What follows belongs to an exercise in optimizing a design on an open flow for small area; a production flow would make more cautious choices. In this exercise RTL edits were held to simulation tests only and were not proved equivalent to the original. Power figures rest on the tool's default switching activity, not on a simulated workload.

## cva6_rvfi_trace_fifo
module cva6_rvfi_trace_fifo #(
    parameter  int unsigned NrCommitPorts = 2,
    parameter  int unsigned RecordWidth   = 256,
    parameter  int unsigned Depth         = 8,
    parameter  int unsigned DropCntWidth  = 16,
    localparam int unsigned PortW         = (NrCommitPorts > 1) ? $clog2(NrCommitPorts) : 1,
    localparam int unsigned LevelW        = $clog2(Depth) + 1
) (
    input  logic                                 clk_i,
    input  logic                                 rst_i,
    input  logic [NrCommitPorts-1:0]             commit_valid_i,
    input  logic [NrCommitPorts*RecordWidth-1:0] commit_record_i,
    input  logic                                 clear_i,
    output logic                                 trace_valid_o,
    input  logic                                 trace_ready_i,
    output logic [RecordWidth-1:0]               trace_record_o,
    output logic [63:0]                          trace_order_o,
    output logic [PortW-1:0]                     trace_port_o,
    output logic [LevelW-1:0]                    level_o,
    output logic                                 overflow_o,
    output logic [DropCntWidth-1:0]              drop_cnt_o
);
clock: 6.0 ns
lec_check: 0
cap_margin: 20
core_margin: 2
core_utilization: 65
slew_margin: 20
run.sh (not shown) runs the stock make flow with config.mk's settings and CLKGATE_MAP_FILE= SYNTH_SCRIPT=/design/flow/synth_recipe.tcl, a recipe that flattens the netlist after the stock synthesis.
Next try:
==> flow/flow/run.sh (new file) <==
#!/bin/bash
# The standard ORFS layout (standard.sh) with three changes:
#  - synthesis: the standard synthesis script, but ABC maps the logic
#    between registers with its area mapper (flow/synth_amap.tcl, flow/amap.script);
#    registers, their names and cell types are unchanged
#  - ports are buffered with sky130_fd_sc_hd__buf_1 instead of the tool's default pick
#  - clock tree: clkbuf_8 only, sink clusters of at most 16 sinks and 50 um, no dummy loads
# make's full output goes to run_make.log; each ORFS step logs under orfs/logs/.
set -euo pipefail
W=$(pwd)
CTS="-sink_clustering_enable -repair_clock_nets -dont_use_dummy_load -sink_clustering_size 16 -sink_clustering_max_diameter 50 -buf_list {sky130_fd_sc_hd__clkbuf_8}"
bash standard.sh \
  "SYNTH_SCRIPT=$W/flow/synth_amap.tcl" \
  "BUFFER_PORTS_ARGS=-buffer_cell sky130_fd_sc_hd__buf_1" \
  "CTS_ARGS=$CTS" \
  finish > run_make.log 2>&1
==> flow/flow/amap.script (new file) <==
strash
dch -f
amap
topo
==> flow/flow/synth_amap.tcl (new file) <==
# The standard synthesis script (synth_recipe.tcl), except that ABC maps the
# logic between registers with its area mapper (amap.script beside this file).
# Registers, their names and cell types are those of the standard synthesis:
# everything up to and including flip-flop mapping is unchanged.
proc synth {args} { yosys synth -nofsm -noshare {*}$args }
set ::amap_script [file join [file dirname [file normalize [info script]]] amap.script]
proc abc {args} {
  set i [lsearch -exact $args -script]
  if { $i >= 0 } { lset args [expr {$i + 1}] $::amap_script }
  yosys abc {*}$args
}
source $::env(SCRIPTS_DIR)/synth.tcl
# left out here: clear keep_hierarchy, flatten, clean up, hide names made inside functions, write 1_2_yosys.v
==> flow/standard.sh (new file) <==
#!/bin/bash
# synth_recipe.tcl (not shown) runs the flow's synth.tcl, then flattens the netlist and writes it again
# the make line also repeats each setting of config.mk as NAME=value (left out here)
make -C /OpenROAD-flow-scripts/flow DESIGN_CONFIG=/design/flow/config.mk WORK_HOME=/design/flow/orfs CLKGATE_MAP_FILE= SYNTH_SCRIPT=/design/flow/synth_recipe.tcl "${@:-finish}"
--- a/flow/config.mk
+++ b/flow/config.mk
@@ -10 +10 @@
-export CORE_UTILIZATION = 65
+export CORE_UTILIZATION = 75
removed: flow/run.sh
Effect: The new run completed without violations. Synthesized area is lower by 3.8%. Die area is lower by 16%. Non-clock buffer count is lower by 30. Maximum frequency is higher by 5.7%.
Next try:
--- a/flow/config.mk
+++ b/flow/config.mk
@@ -10 +10 @@
-export CORE_UTILIZATION = 75
+export CORE_UTILIZATION = 65
After rerunning: The new run produced a clean layout; total power rises by 0.57%; die area rises by 15%; clock-buffer cell count rises by 6; worst hold slack improves by 0.0047 ns; wire length rises by 2.6%; area after synthesis stays the same; clock skew rises by 0.028 ns; sequential power stays flat; first-iteration DRC count falls by 21%; clock power rises by about 2%.

separate check: timing with driven ports:
Ports are ideal in the flow. The routed layouts listed here were re-timed in OpenROAD. Step 1 assumes that a clkbuf_16 drives the clock port and a buf_2 every other input. Step 2 also shifts input and output timing later by t, the mid clock arrival at the registers, as if the neighbouring blocks saw the same clock. Slacks: ideal ports / drivers / drivers and shift; pairs: ideal ports / drivers.
run	shift t [ns]	setup WS [ns]	worst setup path after step 2	worst slew at a driven data input, ns
the first run	0.966	1.132 / 1.039 / 0.386	input to register	0.17
the second run	1.034	1.395 / 1.304 / 0.517	input to register	0.20
the third run	1.016	1.350 / 1.264 / 0.413	input to register	0.20
After both steps setup and hold are still met in every run listed. The setup slack of the third run, which loses most, moves by -0.086 ns with the drivers and by -0.937 ns with both steps.
